From an optimization exercise on the open Yosys and OpenROAD flow, aimed at small area, a short achievable clock period and few clock cycles; shortcuts taken in it are not production practice. At most, simulation tests tie the RTL to the original design; equivalence was not proved. No functional check of the RTL was part of runs 1 and 4. Power is estimated from default activity; no workload was simulated.

==> design.v <==
package dctd_pkg;
  localparam int STAMP_W = 32;
  localparam int GAP_W   = 16;
  localparam int PADDR_W = 3;
  localparam int DEPTH   = 16;
  localparam logic [GAP_W-1:0] MIN_GAP_RESET = 16'd400;
  localparam logic [GAP_W-1:0] MAX_GAP_RESET = 16'd1000;
  localparam int QDEPTH = 5;
  localparam logic REG_MIN_GAP = 1'b0;
  localparam logic REG_MAX_GAP = 1'b1;
endpackage
module dctd_ring (
  input  logic                                              clk,
  input  logic                                              rst,
  input  logic                                              push,     
  input  logic                                              rotate,   
  input  logic                                              clear,    
  input  logic [dctd_pkg::STAMP_W-1:0]                      din,
  output logic [dctd_pkg::DEPTH-1:0][dctd_pkg::STAMP_W-1:0] slot,
  output logic [dctd_pkg::DEPTH-1:0]                        valid
);
  localparam int N = dctd_pkg::DEPTH;
  logic move;
  assign move = push || rotate;
  always_ff @(posedge clk) begin
    if (move) begin
      slot[0] <= rotate ? slot[N-1] : din;
      for (int e = 1; e < N; e++) slot[e] <= slot[e-1];
    end
  end
  always_ff @(posedge clk) begin
    if (rst) begin
      valid <= '0;
    end else if (push) begin
      valid <= clear ? {{(N-1){1'b0}}, 1'b1} : {valid[N-2:0], 1'b1};
    end else if (rotate) begin
      valid <= {valid[N-2:0], valid[N-1]};
    end else if (clear) begin
      valid <= '0;
    end
  end
endmodule
module dctd_win (
  input  logic [15:0]      v_hi,
  input  logic [15:0]      v_lo,
  input  logic [15:0]      s_hi_m1,   
  input  logic [15:0]      s_hi,
  input  logic [15:0]      s_hi_p1,   
  input  logic [3:0][15:0] b_lo,      
  input  logic [3:0]       b_hi,      
  output logic             hit
);
  logic       rm, rz, rp;
  logic [3:0] c;     
  logic [3:0] ok;    
  function automatic logic gt16(input logic [15:0] a, input logic [15:0] b);
    logic [15:0] d, g;
    logic [7:0]  d1, g1;
    logic [3:0]  d2, g2;
    logic [1:0]  d3, g3;
    logic        r;
    d = a ^ b;
    g = a;
    for (int i = 0; i < 8; i++) begin
      d1[i] = d[2*i+1] | d[2*i];
      g1[i] = d[2*i+1] ? g[2*i+1] : g[2*i];
    end
    for (int i = 0; i < 4; i++) begin
      d2[i] = d1[2*i+1] | d1[2*i];
      g2[i] = d1[2*i+1] ? g1[2*i+1] : g1[2*i];
    end
    for (int i = 0; i < 2; i++) begin
      d3[i] = d2[2*i+1] | d2[2*i];
      g3[i] = d2[2*i+1] ? g2[2*i+1] : g2[2*i];
    end
    r = (d3[1] | d3[0]) & (d3[1] ? g3[1] : g3[0]);
    gt16 = r;
  endfunction
  assign rm = (v_hi == s_hi_m1);
  assign rz = (v_hi == s_hi);
  assign rp = (v_hi == s_hi_p1);
  assign c[0] = gt16(v_lo, b_lo[0]);
  assign c[1] = gt16(b_lo[1], v_lo);
  assign c[2] = gt16(v_lo, b_lo[2]);
  assign c[3] = gt16(b_lo[3], v_lo);
  assign ok[0] = b_hi[0] ? (rz || rp || (rm && c[0])) : (rp || (rz && c[0]));
  assign ok[1] = b_hi[1] ? (rm && c[1])               : (rm || (rz && c[1]));
  assign ok[2] = b_hi[2] ? (rp && c[2])               : (rp || (rz && c[2]));
  assign ok[3] = b_hi[3] ? (rm || rz || (rp && c[3])) : (rm || (rz && c[3]));
  assign hit = (ok[0] && ok[1]) || (ok[2] && ok[3]);
endmodule
module dctd_ctrl (
  input  logic                         clk,
  input  logic                         rst,
  input  logic                         in_valid,
  output logic                         in_stall,
  input  logic [dctd_pkg::STAMP_W-1:0] event_time_ms,
  input  logic [dctd_pkg::GAP_W-1:0]   min_gap,
  input  logic [dctd_pkg::GAP_W-1:0]   max_gap,
  input  logic                         cfg_wr,
  output logic                         out_valid,
  input  logic                         out_stall,
  output logic                         load_on,
  output logic                         toggled
);
  localparam int N  = dctd_pkg::DEPTH;
  localparam int SW = dctd_pkg::STAMP_W;
  localparam int QD = dctd_pkg::QDEPTH;
  logic [N-1:0][SW-1:0] slot;
  logic [N-1:0]         valid;
  logic                 push;
  logic                 hit_now;
  logic       sc_busy;
  logic [1:0] sc_ph;
  logic [4:0] sc_left;
  logic [3:0] rot;
  logic [4:0] sc_left_dec;
  logic [3:0] rot_inc;
  logic       sc_cmp;
  logic       busy_d;
  assign sc_left_dec = (sc_left != 5'd0) ? sc_left - 5'd1 : 5'd0;
  assign rot_inc     = rot + 4'd1;
  assign sc_cmp      = sc_busy && (sc_ph == 2'd2) && !cfg_wr;
  assign busy_d      = cfg_wr || (sc_busy && !(sc_cmp && sc_left_dec == 5'd0 && rot_inc == 4'd0));
  always_ff @(posedge clk) begin
    if (rst) begin
      sc_busy <= 1'b0;
      sc_ph   <= '0;
      sc_left <= '0;
      rot     <= '0;
    end else if (cfg_wr) begin
      sc_busy <= 1'b1;
      sc_ph   <= '0;
      sc_left <= 5'd16;
    end else if (sc_busy) begin
      sc_busy <= busy_d;
      sc_ph   <= (sc_ph == 2'd2) ? 2'd0 : sc_ph + 2'd1;
      if (sc_cmp) begin
        sc_left <= sc_left_dec;
        rot     <= rot_inc;
      end
    end
  end
  logic          a_v;
  logic [SW-1:0] s_q;
  logic          accept;
  assign accept = in_valid && !in_stall;
  always_ff @(posedge clk) begin
    if (sc_busy) s_q <= valid[N-1] ? slot[N-1] : '0;
    else         s_q <= event_time_ms;
  end
  logic               b_v;
  logic [SW-1:0]      s2_q;
  logic               s2_zero;
  logic [15:0]        sh_m1;
  logic [15:0]        sh_p1;
  logic [3:0][15:0]   b_lo;
  logic [3:0]         b_hi;
  logic [3:0][16:0]   bnd;
  assign bnd[0] = {1'b0, s_q[15:0]} - {1'b0, max_gap};
  assign bnd[1] = {1'b0, s_q[15:0]} - {1'b0, min_gap};
  assign bnd[2] = {1'b0, s_q[15:0]} + {1'b0, min_gap};
  assign bnd[3] = {1'b0, s_q[15:0]} + {1'b0, max_gap};
  always_ff @(posedge clk) begin
    s2_q    <= s_q;
    s2_zero <= (s_q == '0);
    sh_m1   <= s_q[31:16] - 16'd1;
    sh_p1   <= s_q[31:16] + 16'd1;
    for (int k = 0; k < 4; k++) begin
      b_lo[k] <= bnd[k][15:0];
      b_hi[k] <= bnd[k][16];
    end
  end
  always_ff @(posedge clk) begin
    if (rst) b_v <= 1'b0;
    else     b_v <= a_v;
  end
  always_ff @(posedge clk) begin
    if (rst) a_v <= 1'b0;
    else     a_v <= accept;
  end
  logic [N-2:0] w;
  logic         wz;
  logic [N-2:0] incl;
  logic [N-2:0] w_sel;
  logic         w_any;
  logic         eqs;
  logic         dup;
  for (genvar e = 0; e < N - 1; e++) begin : g_win
    dctd_win u_win (
      .v_hi   (slot[e][31:16]),
      .v_lo   (slot[e][15:0]),
      .s_hi_m1(sh_m1),
      .s_hi   (s2_q[31:16]),
      .s_hi_p1(sh_p1),
      .b_lo   (b_lo),
      .b_hi   (b_hi),
      .hit    (w[e])
    );
    assign incl[e]  = !(sc_busy && rot == 4'(e + 1));
    assign w_sel[e] = incl[e] && (valid[e] ? w[e] : wz);
  end
  dctd_win u_win_zero (
    .v_hi   (16'd0),
    .v_lo   (16'd0),
    .s_hi_m1(sh_m1),
    .s_hi   (s2_q[31:16]),
    .s_hi_p1(sh_p1),
    .b_lo   (b_lo),
    .b_hi   (b_hi),
    .hit    (wz)
  );
  assign w_any = |w_sel;
  assign eqs  = (s2_q == slot[0]);
  assign dup  = (hit_now || !valid[0]) ? s2_zero : eqs;
  assign push = b_v && !dup;
  dctd_ring u_ring (
    .clk   (clk),
    .rst   (rst),
    .push  (push),
    .rotate(sc_cmp),
    .clear (hit_now),
    .din   (s2_q),
    .slot  (slot),
    .valid (valid)
  );
  logic c_v;
  logic c_any;
  logic c_zero;
  logic prev_hit;
  logic pair_q;
  logic load_q;
  always_ff @(posedge clk) begin
    c_any  <= w_any;
    c_zero <= wz;
  end
  assign hit_now = c_v && (pair_q || (prev_hit ? c_zero : c_any));
  always_ff @(posedge clk) begin
    if (rst) begin
      c_v      <= 1'b0;
      prev_hit <= 1'b0;
      pair_q   <= 1'b0;
      load_q   <= 1'b0;
    end else begin
      c_v      <= push;
      prev_hit <= hit_now;
      if (cfg_wr)                              pair_q <= 1'b0;
      else if (sc_cmp && rot != 4'd0 && w_any) pair_q <= 1'b1;
      else if (hit_now)                        pair_q <= 1'b0;
      if (hit_now) load_q <= !load_q;
    end
  end
  logic [QD-1:0][1:0] q;
  logic [2:0]         cnt;
  logic [2:0]         cnt_d;
  logic [2:0]         wr_idx;
  logic               pop;
  logic [3:0]         room;
  assign pop    = out_valid && !out_stall;
  assign cnt_d  = cnt + {2'b0, c_v} - {2'b0, pop};
  assign wr_idx = cnt - {2'b0, pop};
  always_ff @(posedge clk) begin
    for (int i = 0; i < QD; i++) begin
      if (c_v && wr_idx == 3'(i)) q[i] <= {load_q ^ hit_now, hit_now};
      else if (pop)               q[i] <= (i < QD - 1) ? q[i+1] : q[i];
    end
  end
  assign room = {1'b0, cnt_d} + {3'b0, b_v} + {3'b0, a_v} + {3'b0, accept};
  always_ff @(posedge clk) begin
    if (rst) begin
      cnt       <= '0;
      out_valid <= 1'b0;
      in_stall  <= 1'b0;
    end else begin
      cnt       <= cnt_d;
      out_valid <= (cnt_d != 3'd0);
      in_stall  <= busy_d || (room >= 4'(QD));
    end
  end
  assign load_on = q[0][1];
  assign toggled = q[0][0];
endmodule
module double_clap_toggle_detector (
  input  logic                         clk,
  input  logic                         rst,
  input  logic                         psel,
  input  logic                         penable,
  input  logic                         pwrite,
  input  logic [dctd_pkg::PADDR_W-1:0] paddr,
  input  logic [31:0]                  pwdata,
  output logic [31:0]                  prdata,
  output logic                         pready,
  input  logic                         in_valid,
  output logic                         in_stall,
  input  logic [dctd_pkg::STAMP_W-1:0] event_time_ms,
  output logic                         out_valid,
  input  logic                         out_stall,
  output logic                         load_on,
  output logic                         toggled
);
  localparam int GW = dctd_pkg::GAP_W;
  logic [GW-1:0] min_gap_ms;
  logic [GW-1:0] max_gap_ms;
  logic          cfg_wr;
  assign pready = 1'b1;
  assign cfg_wr = psel && penable && pwrite;
  always_ff @(posedge clk) begin
    if (rst) begin
      min_gap_ms <= dctd_pkg::MIN_GAP_RESET;
      max_gap_ms <= dctd_pkg::MAX_GAP_RESET;
    end else if (cfg_wr) begin
      if (paddr[2] == dctd_pkg::REG_MAX_GAP) max_gap_ms <= pwdata[GW-1:0];
      else                                   min_gap_ms <= pwdata[GW-1:0];
    end
  end
  assign prdata = {{(32-GW){1'b0}}, (paddr[2] == dctd_pkg::REG_MAX_GAP) ? max_gap_ms : min_gap_ms};
  dctd_ctrl u_ctrl (
    .clk          (clk),
    .rst          (rst),
    .in_valid     (in_valid),
    .in_stall     (in_stall),
    .event_time_ms(event_time_ms),
    .min_gap      (min_gap_ms),
    .max_gap      (max_gap_ms),
    .cfg_wr       (cfg_wr),
    .out_valid    (out_valid),
    .out_stall    (out_stall),
    .load_on      (load_on),
    .toggled      (toggled)
  );
endmodule
==> run.sh <==
#!/bin/bash
# synth_recipe.tcl (not shown) runs the flow's synth.tcl, then flattens the netlist and writes it again
# the make line also repeats each setting of config.mk as NAME=value (left out here)
make -C /OpenROAD-flow-scripts/flow DESIGN_CONFIG=/design/flow/config.mk WORK_HOME=/design/flow/orfs CLKGATE_MAP_FILE= SYNTH_SCRIPT=/design/flow/synth_recipe.tcl finish
==> constraint.sdc <==
create_clock -name core_clock -period 5.5 [get_ports {clk}]
set_input_delay 1.1000 -clock core_clock [delete_from_list [all_inputs] [get_ports {clk}]]
set_output_delay 1.1000 -clock core_clock [all_outputs]
set_load 0.01 [all_outputs]
==> config.mk <==
export PLATFORM = sky130hd
export DESIGN_NAME = double_clap_toggle_detector
export DESIGN_NICKNAME = double_clap_toggle_detector
export VERILOG_FILES = /design/flow/design.v
export SDC_FILE = /design/flow/constraint.sdc
export NUM_CORES = 4
export LEC_CHECK = 0
export CAP_MARGIN = 20
export CORE_MARGIN = 2
export CORE_UTILIZATION = 40
export PLACE_DENSITY = 0.6
export SLEW_MARGIN = 20
==> metrics list, run 1 <==
- Of all flip-flops after synthesis, the portion carrying an async set or reset was 0%.
- Combinational fraction of design power: between 20% and 30%
* Ports: roughly 110
- Summing over every cut layer, the via total after detailed routing is between 40000 and 50000.
- Count of cells along the worst register-to-register path: 13
- First-pass DRT Iterations: 6
- The final number of hold-violating endpoints was 0.
- At the worst endpoint, the arrival time is 5.60 ns.
* Biggest fanout along the worst timing path: 5
* Number of buffers inserted to repair setup after CTS: 0
- Starting Density: between 40% and 50%
* Initial antenna violation count: 1
- At the end of routability-driven placement, the weighted congestion stood at just under 1.
- Post-synthesis to final-layout area growth: 10.4%
- Final period demand of the worst path: about 5 ns
- Worst Setup Path Type: reg -> reg
- The clock reaches the later pin of the worst-skew pair after 0.72 ns.
- The share of synthesized area in the top cell type comes to approximately 29%.
- Total routing usage reported by global routing: between 20% and 30%
- Number of buffers on the longest clock path: 3
- Clock Sink Count: around 760
* Row Count: 135
- Predominant post-synthesis flop cell: sky130_fd_sc_hd__edfxtp_1
- The cell area that synthesis handed to floorplanning was about 55000 um^2.
- Number of input and output port buffers inserted: between 70 and 80
- Startpoint class of the critical path: register
- The die covers around 140000 um^2.
* DRC violation total after the first TritonRoute iteration: 5980
* Synth area leader: sky130_fd_sc_hd__edfxtp_1
- After clock tree synthesis, the clock-pin slew on the worst setup and hold paths is approximately 0.06 ns.
- For this run, design rule violations remaining after detail routing come to 0.
* Ranking of synthesized cells by area: sky130_fd_sc_hd__edfxtp_1 29%, sky130_fd_sc_hd__xnor2_1 14%, sky130_fd_sc_hd__dfxtp_1 8.6%, sky130_fd_sc_hd__xor2_1 8.4%, sky130_fd_sc_hd__maj3_1 6.9%
- Counting flops and latches in the post-synthesis netlist gives 757.
* Largest vdd supply drop: between 200 and 300 uV
- Total number of yosys warnings: 4
- Number of setup violations in the final report: 0
* Number of distinct standard cells referenced by the synthesized netlist: 88
* Final wirelength: between 200000 and 250000 um
* Hold buffer count at cts: 0
- Setup repair after global routing left no endpoint under its margin.
- Average wire per cell in the routed design: roughly 28 um
- Number of maximum-capacitance violations: 0
- Along the worst hold path, the cell count comes to 0.
- In this run the power spent charging and discharging nets is between 6 and 7 mW.
* Sw Ratio: between 30% and 40%
- Of the cells placed in the final design, the portion with a size suffix greater than 1 is roughly 7.0%.
* Post-Synthesis Cells: around 5800
* First-pass GRT wire length: 304000 um
- The internal power of the cells totals 12.2 mW.
- The total overflow left after global routing is 0.
* Number of antenna cells inserted: 0
* Number of nets in the final layout: between 5000 and 6000
* Total cell area at the placement stage: ~57000 um^2
- In the final timing run, aggregate negative setup slack is 0 ns.
- Run status: complete, no violations
- Final period util: between 90% and 100%
- In this run, synthesis inferred around 520 flip-flops with an integrated enable.
* Final number of max-transition violations: 0
- Pin count of the biggest net entering global routing: ~150
- The tree is rooted in a sky130_fd_sc_hd__clkbuf_16.
- In the post-synthesis netlist, the cell with the most instances is sky130_fd_sc_hd__xnor2_1.
* Setup skew after layout: about 0.027 ns
* Slew Limit Headroom: 21.0%
- The share of total power dissipated in sequential elements is approximately two fifths.
- In this run the horizontal extent of the chip is 373 um.
* Placed wire-length estimate after detailed placement: 151000 um
- Portion of total power attributed to the clock network: around a third
- Sequential fraction of the synthesis area: a little under two fifths
- Core Region: around 140000 um^2
- For this design the static power due to leakage is 20.4 nW.
- H-tree depth reported by CTS: 3
- Based on the critical path, the design can be clocked at up to between 150 and 200 MHz.
- Number of buffers added by the clock tree synthesis step: 87
- In the routed layout, each cell is associated on average with a via count of a little over 6.
- Required time reported for the critical path endpoint: 6.09 ns
- Vertical die dimension: ~370 um
- Once the clock tree was built, the resizer swapped 0 gates to a different size.
* Worst hold-check path type: reg -> reg
* Pwr dens: 316 nW/um^2
- Critical Path End Type: register
* CTS tree: yes
- The number of global-route vias before repair is roughly 44000.
- Most used standard cells in the synthesized netlist: 846 x sky130_fd_sc_hd__xnor2_1, 524 x sky130_fd_sc_hd__xor2_1, 522 x sky130_fd_sc_hd__edfxtp_1
- Transition time at the pin with the least slew margin: roughly 1.2 ns
- Finished Cell Area: roughly 60000 um^2
- A synthesized cell averages around 9.4 um^2.
* Count of nets left with antenna violations after detail routing: 0
==> final cells by class <==
type / instances / area, um^2
clock buffers: 116 / 2480
clock inverters: 45 / 475
fillers: 13000 / 75200
inverters: 294 / 1100
multi-input cells: 4290 / 31200
flip-flops and latches: 757 / 20400
well taps: 1781 / 2230
repair buffers: 285 / 2370
==> final timing paths <==
path	startpoint	slack [ns]	endpoint
worst min-delay path	u_ctrl.s_q[17]	0.45	u_ctrl.s2_q[17]
worst max register to register	u_ctrl.u_ring.slot[288]	0.49	u_ctrl.pair_q
worst max-delay path	u_ctrl.u_ring.slot[288]	0.49	u_ctrl.pair_q
worst min register to register	u_ctrl.s_q[17]	0.45	u_ctrl.s2_q[17]
==> cells in the final DEF (no fill, tap or decap), types with 15 or more instances in the layout <==
cell type / n
sky130_fd_sc_hd__o221ai_1: 33
sky130_fd_sc_hd__o21ai_0: 187
sky130_fd_sc_hd__nand3_1: 53
sky130_fd_sc_hd__a22oi_1: 39
sky130_fd_sc_hd__a2111oi_0: 20
sky130_fd_sc_hd__o2111ai_1: 21
sky130_fd_sc_hd__nand2_1: 346
sky130_fd_sc_hd__a22o_1: 35
sky130_fd_sc_hd__maj3_2: 17
sky130_fd_sc_hd__clkdlybuf4s50_1: 74
sky130_fd_sc_hd__clkbuf_16: 92
sky130_fd_sc_hd__xor2_1: 524
sky130_fd_sc_hd__nor2b_1: 136
sky130_fd_sc_hd__nor4_1: 168
sky130_fd_sc_hd__a211oi_1: 49
sky130_fd_sc_hd__a21boi_0: 16
sky130_fd_sc_hd__nor3_1: 57
sky130_fd_sc_hd__inv_1: 277
sky130_fd_sc_hd__edfxtp_1: 522
sky130_fd_sc_hd__o31ai_1: 21
sky130_fd_sc_hd__a221oi_1: 26
sky130_fd_sc_hd__clkbuf_1: 15
sky130_fd_sc_hd__conb_1: 17
sky130_fd_sc_hd__buf_4: 206
sky130_fd_sc_hd__a31oi_1: 27
sky130_fd_sc_hd__nand4_1: 224
sky130_fd_sc_hd__nor2_1: 251
sky130_fd_sc_hd__a21oi_1: 250
sky130_fd_sc_hd__xnor2_1: 846
sky130_fd_sc_hd__ha_1: 79
sky130_fd_sc_hd__o211ai_1: 28
sky130_fd_sc_hd__maj3_1: 379
sky130_fd_sc_hd__o22ai_1: 64
sky130_fd_sc_hd__clkinv_1: 17
sky130_fd_sc_hd__o21bai_1: 17
sky130_fd_sc_hd__a211o_1: 24
sky130_fd_sc_hd__dfxtp_1: 235
sky130_fd_sc_hd__clkinv_2: 21
sky130_fd_sc_hd__nand2b_1: 128
==> power by group through the flow <==
| stage | clock network (mW) | logic (mW) | registers [mW] |
|---|---|---|---|
| 2_1_floorplan | 0 | 3.96 | 6.86 |
| 3_3_place_gp | 0 | 5.43 | 7.34 |
| 3_5_place_dp | 0 | 5.50 | 7.33 |
| 4_1_cts | 6.17 | 5.52 | 7.22 |
| 5_1_grt | 6.37 | 5.99 | 7.29 |
| 6_report | 6.10 | 5.65 | 7.26 |
==> per-layer routing <==
metal / global-route usage, % / up-vias / routed length (um)
met3: 5.34 / 524 / 21700
li1: - / 20200 / -
met5: 0 / - / 0
met2: 43.1 / 2817 / 89400
met1: 40.3 / 22700 / 86800
met4: 16.7 / 0 / 13200
==> logic make-up after synthesis <==
logic type                 after synthesis  share of synthesized area (%)
and+or+nand+nor                       1452                           13.8
xor gates and xnor gates              1370                           22.0
AOI/OAI and AO/OA                      956                           11.6
buffers and inverters                  802                           5.66
DFF                                    757                           37.3
adders and majority gates              482                           9.37
muxes                                   13                          0.259
other                                    2                         0.0138
==> through the flow <==
stage | setup WS (ns) | instances | utilization [%] | hold WS [ns] | power (mW)
2_1_floorplan | 0.276 | 5849 | - | 0.329 | 10.8
3_3_place_gp | 0.632 | 7407 | 42.3 | 0.439 | 12.8
3_5_place_dp | 0.610 | 7407 | 42.3 | 0.439 | 12.8
4_1_cts | 0.596 | 7568 | 44.5 | 0.452 | 18.9
5_1_grt | 0.493 | 7568 | 44.5 | 0.465 | 19.6
6_report | 0.489 | 7568 | 44.5 | 0.447 | 19.0
==> flip-flops by register name (all words and copies together) (netlist names), 2 cells and up <==
name and cells:
u_ctrl.sh_m1 16, u_ctrl.rot 4, u_ctrl.s2_q 32, u_ctrl.u_ring.slot 512, max_gap_ms 16, u_ctrl.q 10, u_ctrl.u_ring.valid 16, u_ctrl.b_hi 4
u_ctrl.sh_p1 15, u_ctrl.s_q 32, u_ctrl.sc_left 5, u_ctrl.cnt 3, min_gap_ms 16, u_ctrl.b_lo 62, u_ctrl.sc_ph 2
==> critical path, stage by stage, from the launching register on <==
cell                        delay, ns
sky130_fd_sc_hd__edfxtp_1        0.49
sky130_fd_sc_hd__nor2b_1         0.19
sky130_fd_sc_hd__maj3_1          0.36
sky130_fd_sc_hd__maj3_1          0.37
sky130_fd_sc_hd__maj3_2          0.33
sky130_fd_sc_hd__maj3_2          0.36
sky130_fd_sc_hd__maj3_1          0.38
sky130_fd_sc_hd__o41ai_1         0.57
sky130_fd_sc_hd__o311ai_1        0.40
sky130_fd_sc_hd__maj3_2          0.39
sky130_fd_sc_hd__o21ai_1         0.27
sky130_fd_sc_hd__o211a_1         0.23
sky130_fd_sc_hd__nand4_1         0.31
sky130_fd_sc_hd__o2bb2ai_1       0.24
==> run 2: changes to the inputs <==
--- a/design.v
+++ b/design.v
@@ -7,3 +7,3 @@
   localparam logic [GAP_W-1:0] MAX_GAP_RESET = 16'd1000;
-  localparam int QDEPTH = 5;
+  localparam int QDEPTH = 6;
   localparam logic REG_MIN_GAP = 1'b0;
@@ -13,15 +13,10 @@
   input  logic                                              clk,
-  input  logic                                              rst,
   input  logic                                              push,     
   input  logic                                              rotate,   
-  input  logic                                              clear,    
   input  logic [dctd_pkg::STAMP_W-1:0]                      din,
-  output logic [dctd_pkg::DEPTH-1:0][dctd_pkg::STAMP_W-1:0] slot,
-  output logic [dctd_pkg::DEPTH-1:0]                        valid
+  output logic [dctd_pkg::DEPTH-1:0][dctd_pkg::STAMP_W-1:0] slot
 );
   localparam int N = dctd_pkg::DEPTH;
-  logic move;
-  assign move = push || rotate;
   always_ff @(posedge clk) begin
-    if (move) begin
+    if (push || rotate) begin
       slot[0] <= rotate ? slot[N-1] : din;
@@ -30,13 +25,2 @@
   end
-  always_ff @(posedge clk) begin
-    if (rst) begin
-      valid <= '0;
-    end else if (push) begin
-      valid <= clear ? {{(N-1){1'b0}}, 1'b1} : {valid[N-2:0], 1'b1};
-    end else if (rotate) begin
-      valid <= {valid[N-2:0], valid[N-1]};
-    end else if (clear) begin
-      valid <= '0;
-    end
-  end
 endmodule
@@ -111,3 +95,2 @@
   logic                 push;
-  logic                 hit_now;
   logic       sc_busy;
@@ -122,3 +105,3 @@
   assign rot_inc     = rot + 4'd1;
-  assign sc_cmp      = sc_busy && (sc_ph == 2'd2) && !cfg_wr;
+  assign sc_cmp      = sc_busy && (sc_ph == 2'd2);
   assign busy_d      = cfg_wr || (sc_busy && !(sc_cmp && sc_left_dec == 5'd0 && rot_inc == 4'd0));
@@ -130,12 +113,11 @@
       rot     <= '0;
-    end else if (cfg_wr) begin
-      sc_busy <= 1'b1;
-      sc_ph   <= '0;
-      sc_left <= 5'd16;
-    end else if (sc_busy) begin
+    end else begin
       sc_busy <= busy_d;
-      sc_ph   <= (sc_ph == 2'd2) ? 2'd0 : sc_ph + 2'd1;
-      if (sc_cmp) begin
-        sc_left <= sc_left_dec;
-        rot     <= rot_inc;
+      if (sc_cmp) rot <= rot_inc;
+      if (cfg_wr) begin
+        sc_ph   <= '0;
+        sc_left <= 5'd16;
+      end else if (sc_busy) begin
+        sc_ph <= (sc_ph == 2'd2) ? 2'd0 : sc_ph + 2'd1;
+        if (sc_cmp) sc_left <= sc_left_dec;
       end
@@ -151,2 +133,6 @@
   end
+  always_ff @(posedge clk) begin
+    if (rst) a_v <= 1'b0;
+    else     a_v <= accept;
+  end
   logic               b_v;
@@ -177,13 +163,4 @@
   end
-  always_ff @(posedge clk) begin
-    if (rst) a_v <= 1'b0;
-    else     a_v <= accept;
-  end
   logic [N-2:0] w;
   logic         wz;
-  logic [N-2:0] incl;
-  logic [N-2:0] w_sel;
-  logic         w_any;
-  logic         eqs;
-  logic         dup;
   for (genvar e = 0; e < N - 1; e++) begin : g_win
@@ -199,4 +176,2 @@
     );
-    assign incl[e]  = !(sc_busy && rot == 4'(e + 1));
-    assign w_sel[e] = incl[e] && (valid[e] ? w[e] : wz);
   end
@@ -212,40 +187,59 @@
   );
-  assign w_any = |w_sel;
-  assign eqs  = (s2_q == slot[0]);
-  assign dup  = (hit_now || !valid[0]) ? s2_zero : eqs;
-  assign push = b_v && !dup;
+  assign push = b_v && (s2_q != slot[0]);
   dctd_ring u_ring (
     .clk   (clk),
-    .rst   (rst),
     .push  (push),
     .rotate(sc_cmp),
-    .clear (hit_now),
     .din   (s2_q),
-    .slot  (slot),
-    .valid (valid)
+    .slot  (slot)
   );
-  logic c_v;
-  logic c_any;
-  logic c_zero;
-  logic prev_hit;
-  logic pair_q;
-  logic load_q;
-  always_ff @(posedge clk) begin
-    c_any  <= w_any;
-    c_zero <= wz;
-  end
-  assign hit_now = c_v && (pair_q || (prev_hit ? c_zero : c_any));
+  logic         c_v;
+  logic [N-2:0] w_q;
+  logic         wz_q;
+  logic         c_zero;
+  logic         shifted;
+  logic         sc_acc;
+  logic [3:0]   sc_rot;
+  logic [N-2:0] vold;
+  logic [N-2:0] w_sel;
+  logic         w_any;
+  logic         dup;
+  logic         written;
+  logic         hit;
+  logic         pair_q;
+  logic         load_q;
+  logic [N-1:0] v_res;
+  always_ff @(posedge clk) begin
+    w_q     <= w;
+    wz_q    <= wz;
+    c_zero  <= s2_zero;
+    shifted <= push || sc_cmp;
+    sc_rot  <= rot;
+  end
+  assign vold = shifted ? valid[N-1:1] : valid[N-2:0];
+  for (genvar e = 0; e < N - 1; e++) begin : g_sel
+    assign w_sel[e] = !(sc_acc && sc_rot == 4'(e + 1)) && (vold[e] ? w_q[e] : wz_q);
+  end
+  assign w_any   = |w_sel;
+  assign dup     = vold[0] ? !shifted : c_zero;
+  assign written = c_v && !dup;
+  assign hit     = written && (pair_q || w_any);
+  assign v_res = hit ? '0 : {valid[N-1:1], valid[0] || written};
   always_ff @(posedge clk) begin
     if (rst) begin
-      c_v      <= 1'b0;
-      prev_hit <= 1'b0;
-      pair_q   <= 1'b0;
-      load_q   <= 1'b0;
+      c_v    <= 1'b0;
+      sc_acc <= 1'b0;
+      pair_q <= 1'b0;
+      load_q <= 1'b0;
+      valid  <= '0;
     end else begin
-      c_v      <= push;
-      prev_hit <= hit_now;
-      if (cfg_wr)                              pair_q <= 1'b0;
-      else if (sc_cmp && rot != 4'd0 && w_any) pair_q <= 1'b1;
-      else if (hit_now)                        pair_q <= 1'b0;
-      if (hit_now) load_q <= !load_q;
+      c_v    <= b_v;
+      sc_acc <= sc_cmp && rot != 4'd0 && !cfg_wr;
+      if (cfg_wr)               pair_q <= 1'b0;
+      else if (sc_acc && w_any) pair_q <= 1'b1;
+      else if (hit)             pair_q <= 1'b0;
+      if (hit) load_q <= !load_q;
+      if (sc_cmp)    valid <= {v_res[N-2:0], v_res[N-1]};
+      else if (push) valid <= {v_res[N-2:0], 1'b0};
+      else           valid <= v_res;
     end
@@ -253,17 +247,26 @@
   logic [QD-1:0][1:0] q;
+  logic [QD-1:0][1:0] q_keep;
+  logic [QD-1:0][1:0] q_pop;
+  logic [1:0]         res;
   logic [2:0]         cnt;
-  logic [2:0]         cnt_d;
-  logic [2:0]         wr_idx;
+  logic [2:0]         cnt_c;
+  logic [3:0]         base;
   logic               pop;
-  logic [3:0]         room;
-  assign pop    = out_valid && !out_stall;
-  assign cnt_d  = cnt + {2'b0, c_v} - {2'b0, pop};
-  assign wr_idx = cnt - {2'b0, pop};
-  always_ff @(posedge clk) begin
-    for (int i = 0; i < QD; i++) begin
-      if (c_v && wr_idx == 3'(i)) q[i] <= {load_q ^ hit_now, hit_now};
-      else if (pop)               q[i] <= (i < QD - 1) ? q[i+1] : q[i];
+  logic               stall_d;
+  assign pop   = out_valid && !out_stall;
+  assign res   = {load_q ^ hit, hit};
+  assign cnt_c = cnt + {2'b0, written};
+  assign base  = {1'b0, cnt} + {3'b0, c_v} + {3'b0, b_v} + {3'b0, a_v};
+  for (genvar i = 0; i < QD; i++) begin : g_q
+    assign q_keep[i] = (written && cnt == 3'(i)) ? res : q[i];
+    if (i < QD - 1) begin : g_next
+      assign q_pop[i] = (written && cnt == 3'(i + 1)) ? res : q[i+1];
+    end else begin : g_last
+      assign q_pop[i] = q[i];
     end
   end
-  assign room = {1'b0, cnt_d} + {3'b0, b_v} + {3'b0, a_v} + {3'b0, accept};
+  always_ff @(posedge clk) begin
+    q <= pop ? q_pop : q_keep;
+  end
+  assign stall_d = accept ? (base >= 4'(QD - 1)) : (base >= 4'(QD));
   always_ff @(posedge clk) begin
@@ -274,5 +277,5 @@
     end else begin
-      cnt       <= cnt_d;
-      out_valid <= (cnt_d != 3'd0);
-      in_stall  <= busy_d || (room >= 4'(QD));
+      cnt       <= pop ? cnt_c - 3'd1 : cnt_c;
+      out_valid <= pop ? (cnt_c >= 3'd2) : (cnt_c != 3'd0);
+      in_stall  <= busy_d || stall_d;
     end
--- a/config.mk
+++ b/config.mk
@@ -11,2 +11,5 @@
 export PLACE_DENSITY = 0.6
+export SETUP_SLACK_MARGIN = 2.5
 export SLEW_MARGIN = 20
+export SYNTH_HIERARCHICAL = 1
+export SYNTH_MINIMUM_KEEP_SIZE = 0
==> run 2 against run 1 <==
Still clean on timing, DRC and antenna. First-iteration DRC count is 9.5% lower. Die area up 9.9%. Wire length down 1.2%. Synthesized area increased by 10%.
==> metrics list, run 2 <==
- The flow ran to the end and the layout has no timing, DRC or antenna violations.
- Number of maximum-capacitance violations: 0
- Relative to the synthesized area, the layout overhead comes to 12.2%.
- Placed wire-length estimate after detailed placement: between 100000 and 150000 um
* Met1 wire length: between 80000 and 90000 um
- Clock Sink Count: 779
* Pin count of the biggest net entering global routing: around 120
- Final routed DRC violation total: 0
- Total routing usage reported by global routing: between 20% and 30%
* Core Region: ~150000 um^2
- From left edge to right edge, the die measures between 300 and 400 um.
- Xor and xnor fraction of the mapped netlist area: roughly 22%
- Maximum operating frequency: 328 MHz
- In the post-synthesis netlist, the cell with the most instances is sky130_fd_sc_hd__xor2_1.
- For the worst flop-to-flop path, the logic depth is 8.
* Proportion of register bits with asynchronous set or reset after synthesis: 0%
- Number of buffers on the longest clock path: 3
- Combinational fraction of design power: around 27%
* Ranking of synthesized cells by area: sky130_fd_sc_hd__edfxtp_1 26%, sky130_fd_sc_hd__xor2_1 12%, sky130_fd_sc_hd__xnor2_1 9.7%, sky130_fd_sc_hd__dfxtp_1 8.8%, sky130_fd_sc_hd__maj3_1 4.0%
- Total congestion overflow after global routing: 0
- At the worst endpoint, the required time is about 5.8 ns.
- A synthesized cell averages 9.68 um^2.
* Sequential fraction of the synthesis area: approximately a third
- Detailed routing placed a total of 91200 um of wire on met2.
- TritonCTS built the clock tree.
- During synthesis, Yosys emitted a total of 10 warnings.
* Compound-gate portion of the synthesized area: roughly an eighth
* Main combinational cell family by area after synthesis: XOR/XNOR gates
- Summed over its instances, the top area cell type makes up about a quarter of the synthesized netlist area.
- First-pass DRT Iterations: 7
- sky130_fd_sc_hd__edfxtp_1 takes more of the synthesized area than any other cell.
* Multiplexer fraction of the synthesized cell area: between 2 and 2.5%
- For this design the top-level I/O count stands at 111.
* Predominant post-synthesis flop cell: sky130_fd_sc_hd__edfxtp_1
* Number of flip-flops under the largest register name: a little over 500
* Switching pwr: 6.71 mW
- Cells fill a little under half of the core in the end.
* RSZ-0062 raised after global routing: yes
- Number of input and output port buffers inserted: 75
- Share of post-route cells with drive strength above 1: about 9.9%
* Setup skew after layout: 0.0420 ns
* Start point of the critical path: u_ctrl.u_ring.slot[4]
* End of the worst register-to-register path: u_ctrl.u_ring.slot[371]
- Setup violations remaining at the end of the flow were counted as 0.
- Clock-pin transition on the worst setup and hold timing paths: approximately 0.060 ns
* Largest register by flop count: u_ctrl.u_ring.slot
* Data arrival at the endpoint of the critical path: ~3.4 ns
- For the worst-skew pair, the clock arrives at the later sink with an insertion delay of about 0.74 ns.
* Routed via count: ~50000
* Static Leakage: around 24 nW
- Along the worst path, the maximum fanout reaches about 120.
- Largest vdd supply drop: between 200 and 250 uV
- In this run the critical register-to-register path is launched from u_ctrl.u_ring.slot[4].
- Dividing the detail-routed via count by the number of cells gives around 5.9.
- Final number of max-transition violations: 0
- Setup slack closes at between 2 and 2.5 ns.
- Library cell used as clock root buffer: sky130_fd_sc_hd__clkbuf_16
- First-pass GRT wire length: 307000 um
* Simple-gate area share of the yosys netlist: between 10% and 20%
- By startpoint and endpoint, the worst setup path is classified as reg -> reg.
- After clock tree synthesis, the flow added hold-fix buffers numbering 0.
* Average wire per cell in the routed design: 24.5 um
- Highest Signal Layer: met4
- Most used standard cells in the synthesized netlist: 815 x sky130_fd_sc_hd__xor2_1, 664 x sky130_fd_sc_hd__xnor2_1, 516 x sky130_fd_sc_hd__edfxtp_1
* Final wirelength: about 210000 um
- Number of buffers added by the clock tree synthesis step: 94
- Number of storage elements in the synthesis netlist: 779
- H-tree depth reported by CTS: 3
* Die area: between 150000 and 200000 um^2
- Final Wtd Congestion: ~0.94
* Row Count: 142
- Arithmetic-cell share of the synthesized area counting full adders, half adders and majority gates: ~8%
* Startpoint class of the critical path: register
* Post-synthesis cell area: 60100 um^2
- Number of filler cells placed in the layout: 14100
* Initial antenna violation count: 1
- Top flop regs: u_ctrl.u_ring.slot: 512 flops, u_ctrl.b_lo: 62 flops
- For flop-to-flop paths, the worst setup slack is 2.45 ns.
- Summed over all failing endpoints, the final setup total negative slack is 0 ns.
- Portion of total power attributed to the clock network: 34.2%
- Worst setup endpoint: u_ctrl.u_ring.slot[371]
- The worst path uses between 50% and 60% of the clock period.
* Commonest non-fill, non-tap cells in the layout: 808 x sky130_fd_sc_hd__xor2_1, 664 x sky130_fd_sc_hd__xnor2_1, 516 x sky130_fd_sc_hd__edfxtp_1
* DRC violation total after the first TritonRoute iteration: between 5000 and 6000
* Slew Limit Headroom: 25.5%
* Number of synthesized flops with an enable pin: between 500 and 600
* Final Hold Vio Count: 0
- In this run the most critical hold path is launched from u_ctrl.s2_zero.
* Number of distinct standard cells referenced by the synthesized netlist: 98
- The library cell used most frequently in the layout, excluding fill and tap cells, is sky130_fd_sc_hd__xor2_1.
- The detail route stage leaves a number of antenna-violating nets equal to 0.
- Per report_power, the sequential group accounts for between 30% and 40% of the total.
- Detailed routing placed a total of between 15000 and 20000 um of wire on met3.
* Power Internal: roughly 13 mW
* Critical Path End Type: register
* Vertical die dimension: 392 um
* Worst hold-check path type: reg -> reg
* Transition time at the pin with the least slew margin: around 1.1 ns
* Pwr dens: just under 300 nW/um^2
- For the finished layout, the period the worst path requires is just over 3 ns.
- Once the floorplan was initialized, standard cells occupied roughly two fifths of the core.
* Post-Synthesis Cells: around 6200
- Net switching is roughly a third of the power.
- OpenSTA, run right after detailed placement, puts the worst setup slack at roughly 1.3 ns.
- Number of nets in the final layout: between 6000 and 7000
* Number of global-route vias before repair: about 48000
[run 2: final cells by class]
type / count / area, um^2 / share of cell area [%]
inverter: 440 / 1660 / 2.47
antenna: 1 / 2.50 / 0.00371
sequential: 779 / 20900 / 31.0
clock inverter: 36 / 384 / 0.570
tap: 2016 / 2520 / 3.74
timing repair buffer: 240 / 2160 / 3.20
clock buffer: 142 / 2930 / 4.35
multi-input combinational: 4844 / 36800 / 54.7
[run 2: layer usage]
layer  GRT usage [%]  vias to the layer above
li1                -                    22600
met3            3.81                      435
met2            41.0                     2402
met1            36.1                    24300
met4            13.1                        0
met5               0                        -
[run 2: cell families after synthesis]
group,Yosys count
simple gates,1675
other cells,3
compound gates,1034
xor+xnor,1479
flops,779
buf+inv,672
mux,125
fa+ha+maj,436
[run 2: worst max-delay path, stage by stage (launching register included)]
cell and delay [ns]:
sky130_fd_sc_hd__edfxtp_1 0.60, sky130_fd_sc_hd__xor2_2 0.49, sky130_fd_sc_hd__nor4_1 0.09, sky130_fd_sc_hd__nand4_1 0.10, sky130_fd_sc_hd__o21ai_0 0.09, sky130_fd_sc_hd__buf_4 0.22
sky130_fd_sc_hd__inv_1 0.06, sky130_fd_sc_hd__or2_4 0.36, sky130_fd_sc_hd__buf_16 0.44
[run 2: worst min path at each step]
| stage | endpoint | slack [ns] | cells after the start |
|---|---|---|---|
| after global placement | u_ctrl.c_zero | 0.31 | 0 |
| after global routing | u_ctrl.c_zero | 0.34 | 0 |
| after floorplan | u_ctrl.c_zero | 0.31 | 0 |
| after detailed placement | u_ctrl.c_zero | 0.32 | 0 |
| after CTS | u_ctrl.c_zero | 0.33 | 0 |
| final | u_ctrl.c_zero | 0.33 | 0 |
[run 2: repair_timing]
action                                 4_1_cts  5_1_grt
pin swaps                                    4        6
buffers inserted                            16       24
gates cloned                                 2        0
setup endpoints to repair                  565      534
endpoints found under the hold margin        0        0
resized for setup                           67       17
[run 2: Yosys stat by module (local to each module, per instance)]
| module | cell area (um^2) | times used | flip-flops and latches | cells |
|---|---|---|---|---|
| dctd_ring | 15900 | 1 | 512 | 549 |
| dctd_ctrl | 10900 | 1 | 235 | 1119 |
| dctd_win | 1970 | 16 | 0 | 273 |
| double_clap_toggle_detector | 1700 | 1 | 32 | 167 |
[run 2: metrics by stage]
step                      hold WS [ns]  instance area (um^2)  power (mW)  cells
final                            0.332                 67400        19.4   8498
after global routing             0.343                 67400        20.2   8497
after floorplan                  0.310                 60500        11.0   6295
after global placement           0.315                 63400        12.6   8276
after CTS                        0.335                 67100        19.4   8473
after detailed placement         0.320                 63400        12.7   8277
[run 2: power by group through the flow]
stage	sequential, mW	combinational (mW)	clock (mW)
5_1_grt	7.50	5.77	6.97
6_report	7.48	5.32	6.66
2_1_floorplan	7.65	3.36	0
3_3_place_gp	7.55	5.05	0
3_5_place_dp	7.57	5.16	0
4_1_cts	7.44	5.21	6.74
Testbench counts of run 2, summed over its fixed seeds: cycles 3,232.
==> run 3: changes to the inputs <==
--- a/config.mk
+++ b/config.mk
@@ -13,3 +13 @@
 export SLEW_MARGIN = 20
-export SYNTH_HIERARCHICAL = 1
-export SYNTH_MINIMUM_KEEP_SIZE = 0
==> run 3 against run 2 <==
Hold slack improved by 0.039 ns. Largest cell class unchanged. Count of clock-buffer cells in the layout decreased by 33. Setup slack got worse by 0.11 ns. Register-to-register slack got worse by 0.11 ns. Die area decreased by 8.2%. Flip-flop and latch count unchanged. Sequential power decreased by 3.5%. Global-route usage increased by 3.6 points. Still clean on timing, DRC and antenna. Sequential share of layout area increased by 2.3 points. Clock skew decreased by 0.017 ns.
==> metrics list, run 3 <==
- Width of the die: between 300 and 400 um
- Clock-pin transition on the worst setup and hold timing paths: 0.06 ns
- Number of global-route vias before repair: about 45000
- Along the worst path, the maximum fanout reaches 9.
- Most used standard cells in the synthesized netlist: 704 x sky130_fd_sc_hd__xnor2_1, 615 x sky130_fd_sc_hd__xor2_1, 516 x sky130_fd_sc_hd__edfxtp_1
* Count of cells along the worst register-to-register path: 7
- RSZ-0062 raised after global routing: yes
- The synthesized design contains 779 register bits.
* Library cell used as clock root buffer: sky130_fd_sc_hd__clkbuf_16
- Final routed DRC violation total: 0
* Total congestion overflow after global routing: 0
- Number of flip-flops under the largest register name: 512
- Clock tree synthesis inserted a total of 87 buffers.
* First-pass DRT Iterations: 6
- After Yosys synthesis, XOR and XNOR cells account for 21.0% of the synthesized area.
- Number of input and output port buffers inserted: 75
- Total cell area at the placement stage: around 57000 um^2
- Global routing used a little under a third of the available tracks across all layers.
- The first global-routing pass estimated ~310000 um of wire.
- In this run the power density over the cells is between 300 and 400 nW/um^2.
- The flow ran to the end and the layout has no timing, DRC or antenna violations.
* Predominant post-synthesis flop cell: sky130_fd_sc_hd__edfxtp_1
- Post-Synthesis Cells: approximately 5900
* Row Count: between 100 and 150
- Final Hold Vio Count: 0
- The largest registers in the layout are u_ctrl.u_ring.slot: 512 flops, u_ctrl.b_lo: 62 flops.
* Arithmetic-cell share of the synthesized area counting full adders, half adders and majority gates: under 10%
- Summing the areas of all compound-gate instances in the mapped netlist gives between 10% and 20% of the synthesized area.
- Counting instances, the worst hold path has a depth of 0.
- The H-tree generated during clock tree synthesis spans 3 levels.
- Summed over all failing endpoints, the final setup total negative slack is 0 ns.
* Die area: between 100000 and 150000 um^2
* Number of nets in the final layout: about 6000
- The signal on the critical path passes through buf_4 -> xnor2_1 -> nand4_1 -> or4_1 -> a31oi_2 -> a311oi_1 -> o22ai_1.
* Multiplexer fraction of the synthesized cell area: less than 1%
- In this run, distinct cell masters in the synthesized netlist total just over 90.
* CTS tree: yes
- Cells fill about 46% of the core in the end.
- Data arrival at the endpoint of the critical path: between 3 and 4 ns
* Post-Place Worst Slack: around 1.2 ns
- Post-synthesis to final-layout area growth: 13.6%
* Final Wtd Congestion: around 1
- A synthesized cell averages roughly 9.3 um^2.
- In this run, the number of DRC markers left after iteration 0 of detailed routing was about 6700.
* Ports: roughly 110
* Starting Density: between 40% and 50%
* Startpoint class of the critical path: register
- Slew Limit Headroom: 25.6%
- Setup violations remaining at the end of the flow were counted as 0.
- Slack of the critical path: between 2 and 2.5 ns
* Final period demand of the worst path: about 3.2 ns
- Finished Cell Area: between 60000 and 70000 um^2
* Ranking of synthesized cells by area: sky130_fd_sc_hd__edfxtp_1 28%, sky130_fd_sc_hd__xnor2_1 11%, sky130_fd_sc_hd__xor2_1 9.8%, sky130_fd_sc_hd__dfxtp_1 9.6%, sky130_fd_sc_hd__maj3_1 5.7%
* Post-synthesis cell area: about 55000 um^2
- The tightest min-delay check is of the reg -> reg type.
- In this run, synthesis inferred between 500 and 600 flip-flops with an integrated enable.
- Sequential fraction of the synthesis area: 37.7%
* Area share of the largest cell type after synthesis: between 20% and 30%
- The routed design has between 200000 and 250000 um of wire.
- Transition time at the pin with the least slew margin: 1.11 ns
- Setup skew after layout: 0.0254 ns
* Synth area leader: sky130_fd_sc_hd__edfxtp_1
* Clock Sink Count: between 700 and 800
* Number of maximum-capacitance violations: 0
- In the final routed layout, each cell accounts on average for 28.5 um.
- By startpoint and endpoint, the worst setup path is classified as reg -> reg.
- After synthesis, the share of flip-flops with an asynchronous set or reset is 0%.
* Main combinational cell family by area after synthesis: XOR/XNOR gates
* Slowest stage delay, CP: approximately 0.83 ns
* Pin count of the biggest net entering global routing: 70
- Final number of max-transition violations: 0
* Via density: between 6 and 7
- Vertical die dimension: around 380 um
* Total placed cells including tap cells: 7433
* Number of buffers on the longest clock path: 3
* Total number of yosys warnings: 4
* Hold buffer count at cts: 0
- The finished layout holds slightly below 8000 standard cells, fillers aside.
* Largest vdd supply drop: 223 uV
* Leading cell type in the layout, fill and taps excluded: sky130_fd_sc_hd__xnor2_1
* Core Region: about 140000 um^2
* Slowest stage cell, crit path: sky130_fd_sc_hd__or4_1
- Of the cells placed in the final design, the portion with a size suffix greater than 1 is roughly 11%.
* Critical Path End Type: register
* Initial antenna violation count: 7
- The library cells used most frequently in the layout, excluding fill and tap cells, are 703 x sky130_fd_sc_hd__xnor2_1, 615 x sky130_fd_sc_hd__xor2_1, 516 x sky130_fd_sc_hd__edfxtp_1.
- The count of nets left with antenna violations once routing finished came out at 0.
- For the worst setup path, the data required time is ~6 ns.
* Worst skew pair latency: 0.72 ns
- Static Leakage: 21.9 nW
- Summing the areas of all and, or, nand and nor instances in the mapped netlist gives 13.6% of the synthesized area.
* Largest register by flop count: u_ctrl.u_ring.slot
- Based on the critical path, the design can be clocked at up to 317 MHz.
* Final period util: 57.4%
* Placed wire-length estimate after detailed placement: ~150000 um
* Routed via count: a little under 50000
- By instance count, the leading cell after synthesis is sky130_fd_sc_hd__xnor2_1.
## run 3: cell count changes after synthesis, sizes merged, moves of 75 or more
cell	delta
xor2	-200
a21oi	+75
nand2	+184
nand2b	-113
clkbuf	+290
inv	-145
nor2b	-201
## run 3: area by class of cell
type / count / area (um^2)
diodes: 2 / 5.00
flip-flops and latches: 779 / 20900
inverters: 291 / 1170
fillers: 13000 / 74600
multi-input cells: 4345 / 32000
well taps: 1794 / 2240
clock buffers: 109 / 2390
repair inverters: 2 / 15.0
repair buffers: 364 / 3510
clock inverters: 50 / 428
## run 3: metrics by stage
stage	power [mW]	hold WS, ns
floorplan	10.6	0.310
global placement	12.4	0.352
detailed placement	12.5	0.354
CTS	18.7	0.371
global route	19.6	0.382
finish	19.0	0.371
## run 3: cell families (layout without fill, tap and decap cells)
family | Yosys count | after routing
simple gates | 1483 | 1487
flops | 779 | 779
mux | 51 | 51
buf+inv | 814 | 816
xor+xnor | 1320 | 1320
fa+ha+maj | 405 | 405
other cells | 2 | 19
compound gates | 1065 | 1065
## run 3: where the power goes
part	leakage, nW	internal, mW	switching, mW
clock	1.39	3.33	2.64
sequential	6.93	6.57	0.654
combinational	13.6	2.24	3.60
## run 3: final timing paths
check / start / to / slack, ns
min reg2reg: u_ctrl.s2_zero / u_ctrl.c_zero / 0.37
max reg2reg: u_ctrl.sh_m1[10] / u_ctrl.w_q[4] / 2.34
max: u_ctrl.sh_m1[10] / u_ctrl.w_q[4] / 2.34
min: u_ctrl.s2_zero / u_ctrl.c_zero / 0.37
## run 3: layer usage
metal	routed length [um]	track usage, %	vias up
li1	-	-	20900
met1	85400	39.8	23600
met2	94100	44.6	3210
met3	27000	7.44	635
met4	14100	17.2	4
met5	23	0.137	-
## run 3: critical path, delay by kind of cell, from the launching register on
kind,cells,cell delay (ns)
xor+xnor,1,0.16
simple gates,2,0.92
buf+inv,1,0.36
flops,1,0.63
compound gates,3,0.93
## run 3: timing repair
action,in CTS,in global routing
setup buffers,51,73
setup endpoints to repair,586,525
pin swaps,18,29
gates resized for setup,195,115
gates cloned,11,7
endpoints found under the hold margin,0,0
==> run 4: changes to the inputs <==
--- a/design.v
+++ b/design.v
@@ -33,8 +33,5 @@
   input  logic [3:0][15:0] b_lo,      
-  input  logic [3:0]       b_hi,      
-  output logic             hit
+  output logic [2:0]       rel,       
+  output logic [3:0]       c          
 );
-  logic       rm, rz, rp;
-  logic [3:0] c;     
-  logic [3:0] ok;    
   function automatic logic gt16(input logic [15:0] a, input logic [15:0] b);
@@ -62,5 +59,5 @@
   endfunction
-  assign rm = (v_hi == s_hi_m1);
-  assign rz = (v_hi == s_hi);
-  assign rp = (v_hi == s_hi_p1);
+  assign rel[0] = (v_hi == s_hi_m1);
+  assign rel[1] = (v_hi == s_hi);
+  assign rel[2] = (v_hi == s_hi_p1);
   assign c[0] = gt16(v_lo, b_lo[0]);
@@ -69,2 +66,12 @@
   assign c[3] = gt16(b_lo[3], v_lo);
+endmodule
+module dctd_win_fold (
+  input  logic [2:0] rel,
+  input  logic [3:0] c,
+  input  logic [3:0] b_hi,
+  output logic       hit
+);
+  logic       rm, rz, rp;
+  logic [3:0] ok;    
+  assign {rp, rz, rm} = rel;
   assign ok[0] = b_hi[0] ? (rz || rp || (rm && c[0])) : (rp || (rz && c[0]));
@@ -94,3 +101,2 @@
   logic [N-1:0]         valid;
-  logic                 push;
   logic       sc_busy;
@@ -137,2 +143,3 @@
   end
+  logic               push;
   logic               b_v;
@@ -140,2 +147,3 @@
   logic               s2_zero;
+  logic               same_q;
   logic [15:0]        sh_m1;
@@ -152,2 +160,3 @@
     s2_zero <= (s_q == '0);
+    same_q  <= push ? (s_q == s2_q) : (s_q == slot[0]);
     sh_m1   <= s_q[31:16] - 16'd1;
@@ -163,4 +172,6 @@
   end
-  logic [N-2:0] w;
-  logic         wz;
+  logic [N-2:0][2:0] rel;
+  logic [N-2:0][3:0] cmp;
+  logic [2:0]        rel_z;
+  logic [3:0]        cmp_z;
   for (genvar e = 0; e < N - 1; e++) begin : g_win
@@ -173,4 +184,4 @@
       .b_lo   (b_lo),
-      .b_hi   (b_hi),
-      .hit    (w[e])
+      .rel    (rel[e]),
+      .c      (cmp[e])
     );
@@ -184,6 +195,6 @@
     .b_lo   (b_lo),
-    .b_hi   (b_hi),
-    .hit    (wz)
+    .rel    (rel_z),
+    .c      (cmp_z)
   );
-  assign push = b_v && (s2_q != slot[0]);
+  assign push = b_v && !same_q;
   dctd_ring u_ring (
@@ -195,5 +206,10 @@
   );
-  logic         c_v;
-  logic [N-2:0] w_q;
-  logic         wz_q;
+  logic              c_v;
+  logic [N-2:0][2:0] rel_q;
+  logic [N-2:0][3:0] cmp_q;
+  logic [2:0]        rel_zq;
+  logic [3:0]        cmp_zq;
+  logic [3:0]        c_hi;
+  logic [N-2:0]      w_q;
+  logic              wz_q;
   logic         c_zero;
@@ -212,4 +228,7 @@
   always_ff @(posedge clk) begin
-    w_q     <= w;
-    wz_q    <= wz;
+    rel_q   <= rel;
+    cmp_q   <= cmp;
+    rel_zq  <= rel_z;
+    cmp_zq  <= cmp_z;
+    c_hi    <= b_hi;
     c_zero  <= s2_zero;
@@ -218,2 +237,16 @@
   end
+  for (genvar e = 0; e < N - 1; e++) begin : g_fold
+    dctd_win_fold u_fold (
+      .rel (rel_q[e]),
+      .c   (cmp_q[e]),
+      .b_hi(c_hi),
+      .hit (w_q[e])
+    );
+  end
+  dctd_win_fold u_fold_zero (
+    .rel (rel_zq),
+    .c   (cmp_zq),
+    .b_hi(c_hi),
+    .hit (wz_q)
+  );
   assign vold = shifted ? valid[N-1:1] : valid[N-2:0];
--- a/config.mk
+++ b/config.mk
@@ -11,3 +11,3 @@
 export PLACE_DENSITY = 0.6
-export SETUP_SLACK_MARGIN = 2.5
+export SETUP_SLACK_MARGIN = 2.6
 export SLEW_MARGIN = 20
==> run 4 against run 3 <==
Utilization increased by 0.50 points. Register-to-register slack improved by 0.06 ns. Count of clock-buffer cells in the layout increased by 25. Critical path type unchanged. Cell area increased by 2.8%. Clock skew increased by 0.048 ns. Synthesized area increased by 2.2%. Still clean. Largest power group unchanged. Maximum frequency increased by 1.8%. Sequential share of layout area increased by 2.2 points. Critical endpoint is now u_ctrl.cmp_q[56]. Hold slack got worse by 0.045 ns. Die area increased by 2.2%.
==> metrics list, run 4 <==
- Run status: complete, no violations
- Buffers placed on the I/O ports in this run total 75.
* Total placed cells including tap cells: roughly 7400
* Worst Setup Path Type: reg -> reg
- The final number of hold-violating endpoints is 0.
- Number of flip-flops under the largest register name: 512
* Final number of max-transition violations: 0
- The largest registers in the layout are u_ctrl.u_ring.slot: 512 flops, u_ctrl.b_lo: 62 flops, u_ctrl.cmp_q: 60 flops.
* Pwr dens: 324 nW/um^2
- The initial antenna violation count came to 3.
- Worst hold-check path type: reg -> reg
* Pin count of the biggest net entering global routing: 142
* Ports: 111
- STA classifies the critical path endpoint as a register.
* Required time reported for the critical path endpoint: around 6.1 ns
- Proportion of register bits with asynchronous set or reset after synthesis: 0%
* Die area: 144000 um^2
- Among all flip-flop cells after synthesis, the most frequent one is sky130_fd_sc_hd__edfxtp_1.
* Routed via count: roughly 47000
* Met1 usage in global routing: between 30% and 40%
- Largest register by flop count: u_ctrl.u_ring.slot
- Routability-driven placement finished with a final weighted congestion of about 0.93.
- On the final layout, the worst clock skew is between 0.07 and 0.08 ns.
- Transition time at the pin with the least slew margin: between 1 and 1.5 ns
- Post-synthesis cell area: 56300 um^2
- Of all nets on the critical path, the largest fanout is 6.
- Detailed placement ended at an HPWL of 138000 um.
- Number of synthesized flops with an enable pin: slightly above 500
* Clock-pin transition on the worst setup and hold timing paths: 0.06 ns
- Per report_power, the clock group accounts for 34.1% of the total.
* Startpoint class of the critical path: register
* CTS tree: yes
* Maximum operating frequency: around 320 MHz
* Slew Limit Headroom: around 25%
- Total routing usage reported by global routing: between 20% and 30%
* Final period demand of the worst path: between 3 and 4 ns
* Synth area leader: sky130_fd_sc_hd__edfxtp_1
- Setup total negative slack on the finished layout was measured at 0 ns.
- First-pass GRT wire length: ~300000 um
* Number of storage elements in the synthesis netlist: roughly 900
* H-tree depth reported by CTS: 3
- Most used standard cells in the synthesized netlist: 1068 x sky130_fd_sc_hd__xnor2_1, 516 x sky130_fd_sc_hd__edfxtp_1, 397 x sky130_fd_sc_hd__clkbuf_1
* Post-synthesis to final-layout area growth: 14.4%
- In the finished design, the share of the clock period the worst path needs comes to a little under three fifths.
* Most used standard cell by instance count after synthesis: sky130_fd_sc_hd__xnor2_1
- Met2 track demand over resource in global routing: 42.0%
- The share of total power dissipated in sequential elements is roughly two fifths.
- First-pass DRT Iterations: 8
- Of the total power, combinational logic draws 26.1%.
* Share of post-route cells with drive strength above 1: between 10 and 15%
- Starting Density: approximately 40%
- The root buffer cell chosen for the clock tree is sky130_fd_sc_hd__clkbuf_16.
- The tightest hold path in the finished design has a slack of ~0.33 ns.
* Count of nets left with antenna violations after detail routing: 0
- Summed over all layers, the global routing overflow is 0.
- Summed over its instances, the top area cell type makes up between 20 and 30% of the synthesized netlist area.
- Total number of yosys warnings: 4
- In this run the standard cell core region covers about 140000 um^2.
* Data arrival at the endpoint of the critical path: 3.71 ns
- Yosys mapped the design onto between 80 and 90 distinct sky130hd cell types.
- The die is about 380 um wide.
- Leaving out fill and tap cells, the most frequent cell in the layout is sky130_fd_sc_hd__xnor2_1.
* Average wire per cell in the routed design: approximately 27 um
- RSZ-0062 raised after global routing: yes
* GR met3 Demand/Resource: under 10%
- Vertical die dimension: about 380 um
- Largest vdd supply drop: roughly 250 uV
- Synthesis handed over a netlist of about 5800 instances.
- For this design, the sink count on the clock tree is 878.
- In this run, the number of DRC markers left after iteration 0 of detailed routing was slightly above 6000.
- In the final design database the tool counted about 5900 nets.
- Summed over all layers, the routed wires come to just over 200000 um.
- In the routed layout, each cell is associated on average with a via count of between 6 and 7.
- Row Count: ~140
- Static Leakage: approximately 21 nW
- Worst skew pair latency: 0.75 ns
* Gr busiest metal: met2
- Clock tree synthesis inserted a total of 101 buffers.
- Switching pwr: approximately 7 mW
- The internal power of the cells totals roughly 14 mW.
- Number of setup violations in the final report: 0
- Sw Ratio: between 30% and 40%
- Of the synthesized area, sequential elements account for 40.4%.
- Commonest non-fill, non-tap cells in the layout: 1068 x sky130_fd_sc_hd__xnor2_1, 516 x sky130_fd_sc_hd__edfxtp_1, 396 x sky130_fd_sc_hd__nand2_1
* Avg Cell Area, Syn: 9.63 um^2
- The count of cells in the finished layout, fillers not included, comes to roughly 7700.
- Number of global-route vias before repair: about 45000
- Number of maximum-capacitance violations: 0
- Counting along the longest clock path gives a buffer depth of 3.
* Final routed DRC violation total: 0
- Ranking of synthesized cells by area: sky130_fd_sc_hd__edfxtp_1 28%, sky130_fd_sc_hd__xnor2_1 17%, sky130_fd_sc_hd__dfxtp_1 13%, sky130_fd_sc_hd__maj3_1 6.5%, sky130_fd_sc_hd__xor2_1 3.1%
run 4: cell types whose count changed in the layout (fill, tap and decap cells not counted), sizes merged, moves of 30 or more:
cell,delta
o211ai,-30
nor3,-38
xnor2,+363
buf,-68
dfxtp,+99
nand4,+86
maj3,+76
a21oi,+40
nor4,-54
nor2,-41
inv,-50
a221oi,+31
xor2,-413
a31oi,-45
run 4: path summary, 6_finish.rpt:
kind / start / end / slack [ns] / cells after the start
setup / recovery: u_ctrl.b_lo[48] / u_ctrl.cmp_q[56] / 2.40 / 11
hold / removal: u_ctrl.b_hi[0] / u_ctrl.c_hi[0] / 0.33 / 0
setup reg to reg: u_ctrl.b_lo[48] / u_ctrl.cmp_q[56] / 2.40 / 11
hold reg to reg: u_ctrl.b_hi[0] / u_ctrl.c_hi[0] / 0.33 / 0
run 4: kinds of logic (layout without fill, tap and decap cells):
| family | count (synthesis) | after routing | share of synthesized area [%] |
|---|---|---|---|
| simple gates | 1370 | 1370 | 12.4 |
| xor+xnor | 1270 | 1270 | 19.8 |
| compound gates | 1051 | 1052 | 12.3 |
| flops | 878 | 878 | 40.4 |
| buf+inv | 742 | 716 | 5.11 |
| fa+ha+maj | 482 | 482 | 9.10 |
| mux | 51 | 51 | 0.962 |
| other cells | 2 | 18 | 0.0133 |
run 4: power groups by stage:
stage / Clock (mW) / Sequential, mW / Combinational, mW
after floorplan: 0 / 7.74 / 3.76
after global routing: 7.44 / 8.31 / 5.75
after detailed placement: 0 / 8.37 / 4.93
after CTS: 7.20 / 8.23 / 5.20
final: 7.10 / 8.29 / 5.43
after global placement: 0 / 8.37 / 4.86
run 4: worst max-delay path, stage by stage, from the launching register on:
cell and delay (ns):
sky130_fd_sc_hd__dfxtp_4 0.44, sky130_fd_sc_hd__buf_4 0.16, sky130_fd_sc_hd__buf_4 0.13, sky130_fd_sc_hd__nor2b_4 0.04, sky130_fd_sc_hd__maj3_2 0.29, sky130_fd_sc_hd__maj3_2 0.32
sky130_fd_sc_hd__maj3_2 0.32, sky130_fd_sc_hd__maj3_2 0.31, sky130_fd_sc_hd__maj3_2 0.33, sky130_fd_sc_hd__maj3_2 0.35, sky130_fd_sc_hd__a211oi_2 0.20, sky130_fd_sc_hd__o21ai_1 0.07
run 4: metrics by stage:
step | setup slack [ns] | total power [mW] | utilization (%) | cell area (um^2)
2_1_floorplan | 2.61 | 11.5 | - | 56400
3_3_place_gp | 1.29 | 13.2 | 41.8 | 58300
3_5_place_dp | 1.30 | 13.3 | 41.8 | 58300
4_1_cts | 2.28 | 20.6 | 45.5 | 63500
5_1_grt | 2.36 | 21.5 | 46.1 | 64400
6_report | 2.40 | 20.8 | 46.1 | 64400
run 4: timing repair:
action                                  in CTS  in global routing
gates resized for setup                    327                196
hold buffers                                 0                  0
pin swaps                                  119                158
buffers inserted                            87                 30
endpoints found under the setup margin     350                163
hold endpoints to repair                     0                  0
cloned                                       4                  0
run 4: metal layers:
metal | wire length [um] | vias up | part of all wire, %
met5 | 13 | - | 0.0063
met4 | 12200 | 2 | 5.9
met3 | 22000 | 520 | 11
met2 | 89700 | 2715 | 43
met1 | 83800 | 23100 | 40
li1 | - | 20600 | -
run 4: area by class of cell:
class                      instances  area (um^2)
tap                             1876         2350
clock inverter                    55          544
multi-input combinational       4242        32000
sequential                       878        22900
clock buffer                     134         2950
inverter                         236          986
timing repair inverter             1         7.51
antenna                            1         2.50
fill                           13100        75200
timing repair buffer             290         2630

## port drivers added, routing unchanged
The flow's constraints put no driver on any port. The routed layouts listed below were extracted and timed again, unchanged, in two steps.
Step 1 assumes that a clkbuf_16 drives the clock port and a buf_2 every other input.
Step 2, shift: input delay + t, output delay - t, t = (earliest + latest rising clock arrival at the registers) / 2. This alone moves slack from input paths to output paths.
a / b / c = ideal ports / drivers / drivers and shift; a / b = the first two.
run	t (ns)	setup slack, ns	clock arrival spread, ns	worst slew at a driven data input, ns	cell pins on the clock port's net
run 1	0.784	0.489 / 0.489 / 0.489	0.029 / 0.029	0.09	1
run 2	0.793	2.455 / 2.444 / 2.178	0.043 / 0.042	0.08	1
run 3	0.776	2.345 / 2.345 / 2.345	0.027 / 0.028	0.09	1
run 4	0.799	2.400 / 2.400 / 2.125	0.077 / 0.078	0.12	1
After both steps setup and hold are still met in every run listed. For run 2, which loses most, drivers alone change the setup slack by -0.011 ns; drivers and shift together by -0.277 ns.
